From an optimization exercise on the open Yosys and OpenROAD flow, aimed at small area, a short achievable clock period and few clock cycles per item; shortcuts taken in it are not production practice.
Only simulation tests tie the RTL to the original design; equivalence was not proved.
Power figures rest on the tool's default switching activity, not on a simulated workload.

## constraint.sdc

```tcl
create_clock -name core_clock -period 11.0 [get_ports {clk}]
set_input_delay 2.2000 -clock core_clock [delete_from_list [all_inputs] [get_ports {clk}]]
set_output_delay 2.2000 -clock core_clock [all_outputs]
set_load 0.01 [all_outputs]
```

## design.v

```verilog
package sps_pkg;
	localparam int NUM_CHANNELS = 12;
	localparam int CNT_BITS     = 16;
	localparam int WIDTH_BITS   = 16;
	localparam int RATE_BITS    = 8;
	localparam int CH_BITS      = 4;
	localparam int USED_BITS    = 4;
	localparam int GUARD_BITS   = 8;
	localparam int SLOT_BITS    = (NUM_CHANNELS > 1) ? $clog2(NUM_CHANNELS) : 1;
	localparam int CFG_DATA_BITS = 16;
	localparam logic [WIDTH_BITS-1:0] DEFAULT_WIDTH = WIDTH_BITS'(3000);
	localparam logic [CNT_BITS-1:0]   REFRESH_RESET = CNT_BITS'(40000);
	localparam logic [GUARD_BITS-1:0] GUARD_RESET   = GUARD_BITS'(4);
	typedef enum logic [1:0] {
		ACT_TICK = 2'd0,
		ACT_SET  = 2'd1,
		ACT_MOVE = 2'd2
	} action_t;
	typedef enum logic [1:0] {
		REG_ACTIVE_MASK   = 2'd0,
		REG_CHANNELS_USED = 2'd1,
		REG_REFRESH_TICKS = 2'd2,
		REG_GUARD_TICKS   = 2'd3
	} cfg_reg_t;
	typedef struct packed {
		logic [1:0]            action;
		logic [CH_BITS-1:0]    channel;
		logic [WIDTH_BITS-1:0] position_ticks;
		logic [RATE_BITS-1:0]  speed;
	} req_t;
	typedef struct packed {
		logic [NUM_CHANNELS-1:0] pulse_levels;
		logic [WIDTH_BITS-1:0]   width_readback;
		logic                    moving;
	} rsp_t;
	typedef struct packed {
		logic [NUM_CHANNELS-1:0] active_mask;
		logic [USED_BITS-1:0]    channels_used;
		logic [CNT_BITS-1:0]     refresh_ticks;
		logic [GUARD_BITS-1:0]   guard_ticks;
	} cfg_t;
	typedef struct packed {
		logic                  start;
		logic                  load;
		logic                  set_now;
		logic [WIDTH_BITS-1:0] pos;
		logic [RATE_BITS-1:0]  spd;
	} lane_cmd_t;
	typedef struct packed {
		logic [WIDTH_BITS-1:0] width;
		logic                  moving;
	} lane_stat_t;
endpackage
import sps_pkg::*;
module sps_slew (
	input  logic [WIDTH_BITS-1:0] w,
	input  logic [WIDTH_BITS-1:0] g,
	input  logic [RATE_BITS-1:0]  r,
	output logic [WIDTH_BITS-1:0] w_n,
	output logic                  done
);
	logic                  up;
	logic [WIDTH_BITS:0]   sum_up, sum_dn;
	assign up     = g > w;
	assign sum_up = {1'b0, w} + (WIDTH_BITS+1)'(r);
	assign sum_dn = {1'b0, g} + (WIDTH_BITS+1)'(r);
	always_comb begin
		if (up) begin
			done = {1'b0, g} <= sum_up;
			w_n  = done ? g : sum_up[WIDTH_BITS-1:0];
		end else begin
			done = {1'b0, w} <= sum_dn;
			w_n  = done ? g : (w - WIDTH_BITS'(r));
		end
	end
endmodule
import sps_pkg::*;
module servo_pulse_sequencer_slew (
	input  logic                     clk,
	input  logic                     arst_n,
	input  logic                     req_valid,
	output logic                     req_stall,
	input  logic [1:0]               req_action,
	input  logic [CH_BITS-1:0]       req_channel,
	input  logic [WIDTH_BITS-1:0]    req_position,
	input  logic [RATE_BITS-1:0]     req_speed,
	output logic                     rsp_valid,
	input  logic                     rsp_stall,
	output logic [NUM_CHANNELS-1:0]  rsp_levels,
	output logic [WIDTH_BITS-1:0]    rsp_width,
	output logic                     rsp_moving,
	input  logic                     cfg_valid,
	output logic                     cfg_ready,
	input  logic [1:0]               cfg_index,
	input  logic [CFG_DATA_BITS-1:0] cfg_data
);
	localparam int N = NUM_CHANNELS;
	logic                    valid_s1, rsp_valid_q, rsp_free, adv;
	logic [1:0]              act_s1;
	logic [CH_BITS-1:0]      ch_s1;
	logic [WIDTH_BITS-1:0]   pos_s1;
	logic [RATE_BITS-1:0]    spd_s1;
	assign rsp_free  = !rsp_valid_q || !rsp_stall;
	assign adv       = valid_s1 && rsp_free;
	assign req_stall = valid_s1 && !rsp_free;
	assign cfg_ready = 1'b1;
	always_ff @(posedge clk or negedge arst_n) begin
		if (!arst_n) begin
			valid_s1    <= 1'b0;
			rsp_valid_q <= 1'b0;
		end else begin
			if (!req_stall)
				valid_s1 <= req_valid;
			if (rsp_free)
				rsp_valid_q <= valid_s1;
		end
	end
	always_ff @(posedge clk) begin
		if (req_valid && !req_stall) begin
			act_s1 <= req_action;
			ch_s1  <= req_channel;
			pos_s1 <= req_position;
			spd_s1 <= req_speed;
		end
	end
	logic [N-1:0]            cfg_mask;
	logic [USED_BITS-1:0]    cfg_used;
	logic [CNT_BITS-1:0]     cfg_refresh;
	logic [GUARD_BITS-1:0]   cfg_guard;
	always_ff @(posedge clk or negedge arst_n) begin
		if (!arst_n) begin
			cfg_mask    <= '0;
			cfg_used    <= '0;
			cfg_refresh <= REFRESH_RESET;
			cfg_guard   <= GUARD_RESET;
		end else if (cfg_valid) begin
			case (cfg_index)
				2'd0: cfg_mask    <= cfg_data[N-1:0];
				2'd1: cfg_used    <= cfg_data[USED_BITS-1:0];
				2'd2: cfg_refresh <= cfg_data[CNT_BITS-1:0];
				default: cfg_guard <= cfg_data[GUARD_BITS-1:0];
			endcase
		end
	end
	logic [N-1:0]                    lv;
	logic [N-1:0][WIDTH_BITS-1:0]    w_q, g_q;
	logic [N-1:0][RATE_BITS-1:0]     r_q;
	logic [CNT_BITS-1:0]     cnt_q, cmp_q;
	logic [3:0]              slot_q;
	logic                    idle_q;
	logic [N-1:0]            lev_q;
	logic                    is_tick, is_set, is_load, ch_ok;
	logic [WIDTH_BITS-1:0]   rd_w;
	logic [RATE_BITS-1:0]    rd_r;
	logic [3:0]              nxt;
	logic                    in_frame, fire, start;
	logic [WIDTH_BITS-1:0]   s_w, s_g, s_wn;
	logic [RATE_BITS-1:0]    s_r;
	logic                    s_done;
	logic [CNT_BITS-1:0]     base, cmp_nxt;
	logic [CNT_BITS:0]       ahead;
	logic [USED_BITS-1:0]    used;
	logic [N-1:0]            lev_nxt;
	logic [WIDTH_BITS-1:0]   bus_w;
	logic [RATE_BITS-1:0]    bus_r;
	logic [WIDTH_BITS-1:0]   out_w;
	logic                    out_m;
	assign is_tick = act_s1 == 2'd0;
	assign is_set  = (act_s1 == 2'd1) || ((act_s1 == 2'd2) && (spd_s1 == '0));
	assign is_load = (act_s1 == 2'd1) || (act_s1 == 2'd2);
	assign ch_ok   = ch_s1 < 4'(N);
	always_comb begin
		rd_w = DEFAULT_WIDTH;
		rd_r = '0;
		for (int i = 0; i < N; i++) begin
			if (ch_s1 == 4'(i)) begin
				rd_w = lv[i] ? w_q[i] : DEFAULT_WIDTH;
				rd_r = lv[i] ? r_q[i] : '0;
			end
		end
	end
	assign used     = (cfg_used > 4'(N)) ? 4'(N) : cfg_used;
	assign nxt      = idle_q ? 4'd0 : slot_q + 4'd1;
	assign in_frame = nxt < used;
	assign fire     = is_tick && (cnt_q == cmp_q);
	assign start    = fire && in_frame;
	assign base     = idle_q ? '0 : cnt_q;
	assign ahead    = {1'b0, base} + (CNT_BITS+1)'(cfg_guard);
	always_comb begin
		s_w = DEFAULT_WIDTH;
		s_g = '0;
		s_r = '0;
		for (int i = 0; i < N; i++) begin
			if (nxt == 4'(i) && lv[i]) begin
				s_w = w_q[i];
				s_g = g_q[i];
				s_r = r_q[i];
			end
		end
	end
	sps_slew u_slew (
		.w    (s_w),
		.g    (s_g),
		.r    (s_r),
		.w_n  (s_wn),
		.done (s_done)
	);
	always_comb begin
		if (in_frame)
			cmp_nxt = base + s_wn;
		else if (ahead < (CNT_BITS+1)'(cfg_refresh))
			cmp_nxt = cfg_refresh;
		else
			cmp_nxt = ahead[CNT_BITS-1:0];
	end
	always_comb begin
		lev_nxt = lev_q;
		for (int i = 0; i < N; i++) begin
			if (fire && !idle_q && slot_q == 4'(i))
				lev_nxt[i] = 1'b0;
			if (start && nxt == 4'(i) && cfg_mask[i])
				lev_nxt[i] = 1'b1;
		end
	end
	assign bus_w = is_tick ? s_wn : (is_set ? pos_s1 : rd_w);
	assign bus_r = is_tick ? (s_done ? '0 : s_r) : (is_set ? '0 : spd_s1);
	always_ff @(posedge clk or negedge arst_n) begin
		if (!arst_n)
			lv <= '0;
		else if (adv && is_load && ch_ok) begin
			for (int i = 0; i < N; i++)
				if (ch_s1 == 4'(i))
					lv[i] <= 1'b1;
		end
	end
	always_ff @(posedge clk) begin
		for (int i = 0; i < N; i++) begin
			if (adv && ((is_load && ch_s1 == 4'(i)) || (start && nxt == 4'(i)))) begin
				w_q[i] <= bus_w;
				r_q[i] <= bus_r;
			end
			if (adv && is_load && ch_s1 == 4'(i))
				g_q[i] <= pos_s1;
		end
	end
	always_ff @(posedge clk or negedge arst_n) begin
		if (!arst_n) begin
			cnt_q  <= '0;
			cmp_q  <= '0;
			slot_q <= '0;
			idle_q <= 1'b1;
			lev_q  <= '0;
		end else if (adv && is_tick) begin
			lev_q <= lev_nxt;
			if (fire) begin
				cnt_q <= base + CNT_BITS'(1);
				cmp_q <= cmp_nxt;
				if (in_frame) begin
					slot_q <= nxt;
					idle_q <= 1'b0;
				end else begin
					idle_q <= 1'b1;
				end
			end else begin
				cnt_q <= cnt_q + CNT_BITS'(1);
			end
		end
	end
	always_comb begin
		out_w = rd_w;
		out_m = rd_r != '0;
		if (is_load) begin
			out_w = is_set ? pos_s1 : rd_w;
			out_m = !is_set;
		end else if (start && nxt == ch_s1) begin
			out_w = s_wn;
			out_m = !s_done && (s_r != '0);
		end
		if (!ch_ok) begin
			out_w = '0;
			out_m = 1'b0;
		end
	end
	logic [N-1:0]            rsp_lev_q;
	logic [WIDTH_BITS-1:0]   rsp_w_q;
	logic                    rsp_m_q;
	always_ff @(posedge clk) begin
		if (adv) begin
			rsp_lev_q <= lev_nxt;
			rsp_w_q   <= out_w;
			rsp_m_q   <= out_m;
		end
	end
	assign rsp_valid  = rsp_valid_q;
	assign rsp_levels = rsp_lev_q;
	assign rsp_width  = rsp_w_q;
	assign rsp_moving = rsp_m_q;
endmodule
```

## config.mk

```make
export PLATFORM = sky130hd
export DESIGN_NAME = servo_pulse_sequencer_slew
export DESIGN_NICKNAME = servo_pulse_sequencer_slew
export VERILOG_FILES = /design/flow/design.v
export SDC_FILE = /design/flow/constraint.sdc
export NUM_CORES = 4
export LEC_CHECK = 0
export CAP_MARGIN = 20
export CORE_MARGIN = 2
export CORE_UTILIZATION = 40
export PLACE_DENSITY = 0.6
export SLEW_MARGIN = 20
```

## run.sh

```bash
#!/bin/bash
# synth_recipe.tcl (not shown) runs the flow's synth.tcl, then flattens the netlist and writes it again
# the make line also repeats each setting of config.mk as NAME=value (left out here)
make -C /OpenROAD-flow-scripts/flow DESIGN_CONFIG=/design/flow/config.mk WORK_HOME=/design/flow/orfs CLKGATE_MAP_FILE= SYNTH_SCRIPT=/design/flow/synth_recipe.tcl finish
```

==> run notes <==
-- sequential cells by signal, indices dropped and copies added, names as in the netlist --
| signal | count |
|---|---|
| ch_s1 | 4 |
| valid_s1 | 1 |
| slot_q | 4 |
| rsp_m_q | 1 |
| g_q | 192 |
| rsp_lev_q | 12 |
| rsp_valid_q | 1 |
| pos_s1 | 16 |
| cfg_guard | 8 |
| act_s1 | 2 |
| cmp_q | 16 |
| cfg_mask | 12 |
| idle_q | 1 |
| r_q | 96 |
| spd_s1 | 8 |
| w_q | 192 |
| cfg_used | 4 |
| rsp_w_q | 16 |
| cfg_refresh | 16 |
| cnt_q | 16 |
| lev_q | 12 |
| lv | 12 |
-- final timing paths --
| path | startpoint | to | slack [ns] |
|---|---|---|---|
| max in group asynchronous | arst_n | cfg_mask[5] | 8.14 |
| worst max register to register | slot_q[0] | cmp_q[15] | 0.63 |
| worst min-delay path | lev_q[8] | lev_q[8] | 0.49 |
| worst min register to register | lev_q[8] | lev_q[8] | 0.49 |
| worst max-delay path | slot_q[0] | cmp_q[15] | 0.63 |
| min in group asynchronous | arst_n | cmp_q[15] | 1.61 |
-- timing repair --
item | 4_1_cts | 5_1_grt
endpoints found under the hold margin | 0 | 0
setup buffers | 0 | 1
gates resized for setup | 0 | 5
hold buffers | 0 | 0
setup endpoints to repair | 0 | 2
-- critical path: cells and delay by family (launching register included) --
kind / cells / cell delay (ns)
simple gates: 15 / 3.41
xor+xnor: 1 / 0.12
buf+inv: 6 / 1.28
flops: 1 / 0.44
fa+ha+maj: 4 / 1.30
compound gates: 16 / 3.62
-- kinds of logic after synthesis --
kind of cell / synth area share, %
other cells: 0.0115
mux: 2.27
compound gates: 17.6
flops: 57.4
simple gates: 12.0
fa+ha+maj: 5.01
xor+xnor: 2.33
buf+inv: 3.42
-- per-layer routing --
layer / GRT usage, % / up-vias / wire length, µm
met5: 0 / - / 0
met4: 13.8 / 0 / 6920
met3: 6.86 / 413 / 14200
met2: 48.2 / 1809 / 59700
met1: 40.8 / 13200 / 51900
li1: - / 11000 / -
-- power by group through the flow --
| stage | clock, mW | sequential (mW) | combinational (mW) |
|---|---|---|---|
| 2_1_floorplan | 0 | 3.00 | 1.88 |
| 6_report | 2.48 | 3.02 | 3.29 |
| 4_1_cts | 2.50 | 3.02 | 3.18 |
| 3_3_place_gp | 0 | 3.06 | 3.14 |
| 3_5_place_dp | 0 | 3.06 | 3.16 |
| 5_1_grt | 2.58 | 3.03 | 3.48 |
-- cell usage in the layout (no fill, tap or decap), types with 48 or more instances in the layout --
cell type and count:
edfxtp_1 539, nand2_1 241, nor2_1 152, buf_4 139
a21oi_1 123, ha_1 122, o21ai_0 119, inv_1 112
dfrtp_1 95, clkdlybuf4s50_1 82, nand3_1 79, a22oi_1 79
clkbuf_16 73, o22ai_1 63, xnor2_1 55, mux2_2 53
a221oi_1 49, and3_1 48
-- final cells by class --
type | instances | area, µm² | share of cell area (%)
clock buffer | 85 | 1920 | 5.08
inverter | 115 | 432 | 1.14
timing repair buffer | 222 | 1880 | 4.97
tap | 1060 | 1330 | 3.51
sequential | 642 | 18800 | 49.6
clock inverter | 43 | 489 | 1.29
multi-input combinational | 1862 | 13000 | 34.4
antenna | 1 | 2.50 | 0.00662
==> metrics.md <==
| Metric | Value |
|---|---|
| Worst EP arrival | 10.86 ns |
| Layout Cells excl Fill | 4030 |
| Initial core utilization | 40.5% |
| Sequential fraction of design power | 34.4% |
| Ys async rst share | 16.0% |
| # IOs | 85 |
| Clock-pin slew on the worst setup and hold paths | 0.06 ns |
| Max stage delay on crit path | 0.58 ns |
| Fin crit share | 94.3% |
| Drc violations | 0 |
| Data required, critical path | 11.49 ns |
| Fmax | 96.5 MHz |
| CP max-delay cell | or4_1 |
| Core area | 80700 µm² |
| Fill count | 7302 |
| PortBufs | 83 |
| Layout cells sized above 1 | 13.6% |
| Area contributors post-synth | edfxtp_1 (49%), dfrtp_1 (7.3%), ha_1 (4.7%), nand2_1 (2.8%), o21ai_0 (2.0%) |
| MaxCap Viol Count | 0 |
| Worst Clk Skew | 0.0352 ns |
| Pin count of the biggest net entering global routing | 63 |
| TritonCTS clock tree | built |
| Max FO, Critical Path | 22 |
| Detailed Routing Iterations Pass 1 | 6 |
| Placed insts | 3899 |
| Fin nets | 3095 |
| Critical path's most frequent cell | buf_4 |
| PwrDens | 232 nW/µm² |
| Placed instance area | 35400 µm² |
| Final TNS setup | 0 ns |
| H-Tree Depth | 3 |
| Syn nets | 2950 |
| Clock latency on the worst-skew pair | 0.65 ns |
| Max-slew violations | 0 |
| Peak VDD IR | 0.000138 V |
| Antenna violations before repair | 7 |
| Top cells by count, synth | edfxtp_1 (539), nand2_1 (243), nor2_1 (156) |
| Yosys reg bits | 642 |
| Internal Power | 5.45 mW |
| Top cell type's share of synthesized area | 49.5% |
| DRT Wirelength | 133000 µm |
| Worst slew pin tran | 1.26 ns |
| Initial DRC Count | 4048 |
| Psw | 3.34 mW |
| Die H | 290 µm |
| Total track usage | 30.7% |
| Post-synth top flop | edfxtp_1 |
| Cell count after synthesis | 2769 |
| # setup viols final | 0 |
| Sequential fraction of the synthesis area | 57.4% |
| Clock share of power | 28.2% |
| Drt via density | 6.56 |
| RSZ-0062 raised after global routing | no |
| Synthesized cell area | 32700 µm² |
| Post-route ant nets | 0 |
| Clock sinks | 642 |
| Post-synth EDFFs | 539 |
| Final Power | 8.79 mW |
| Most common cell in the netlist | edfxtp_1 |
| Yosys cell types | 112 |
| R2R cell count | 42 |
| CTS buffer count | 71 |
| Area growth from synthesis to layout | 15.6% |
| DP HPWL | 94100 µm |
| Final Hold Fails | 0 |
| Total number of vias | 26400 |
| FP Rows | 104 |
| Final min period | 10.37 ns |
| Synth warn | 2 |
| Worst setup margin | 0.632 ns |
| First-pass GRT wire length | 186000 µm |
| Placer Congestion | 0.996 |
| Design Area, Final | 37800 µm² |
| Leakage | 14.0 nW |
| Crit Path Class | flip-flop to flip-flop |
| Vias in the first global route | 25600 |
| Post-layout util | 46.9% |
| Setup crit end kind | flip-flop |
| Comb power frac | 37.4% |
| Leading area contributor after synthesis | edfxtp_1 |
| Clock buffer depth | 3 |
| Die width | 290 µm |
| Status | no timing/DRC/antenna violations |
| Hold Path Cell Cnt | 2 |
| Sw Share | 38.0% |
| Root Driver | clkbuf_16 |
| Die area | 84100 µm² |
| Fin Hold WS | 0.488 ns |
| Gr ovfl total | 0 |
| Crit path launch type | flip-flop |
| Slew HR | 15.5% |
| DR WL/cell | 32.9 µm |
| Syn avg cell area | 11.8 µm² |
| Dpl ws | 0.724 ns |
| Worst hold-check path type | flip-flop to flip-flop |
Testbench counts, summed over its fixed seeds: cycles 24,112, items 24,096.

-- what the ideal ports hide --
The results above use ideal ports. As a check the final layout listed here was re-extracted and re-timed, cells and wires unchanged. Step 1 sets driving cells, clkbuf_16 on the clock port and buf_2 on the other inputs (assumed; they add their load-dependent delay and slew). Step 2 adds t to the input delays and takes it off the output delays; t is the mean of the earliest and latest rising clock arrival at the registers after step 1. Input paths then give back, and output paths get back, about the clock's delay inside the block. Three values: ideal, step 1, step 2; two values: the first two.
shift t [ns]: 0.699
slack for setup (ns): 0.632 / 0.632 / 0.632
worst setup path at the end: register to register
cell pins on the clock port's net: 1
After both steps this run still meets setup and hold. The setup slack of this run moves by 0.000 ns with the drivers and by 0.000 ns with both steps.
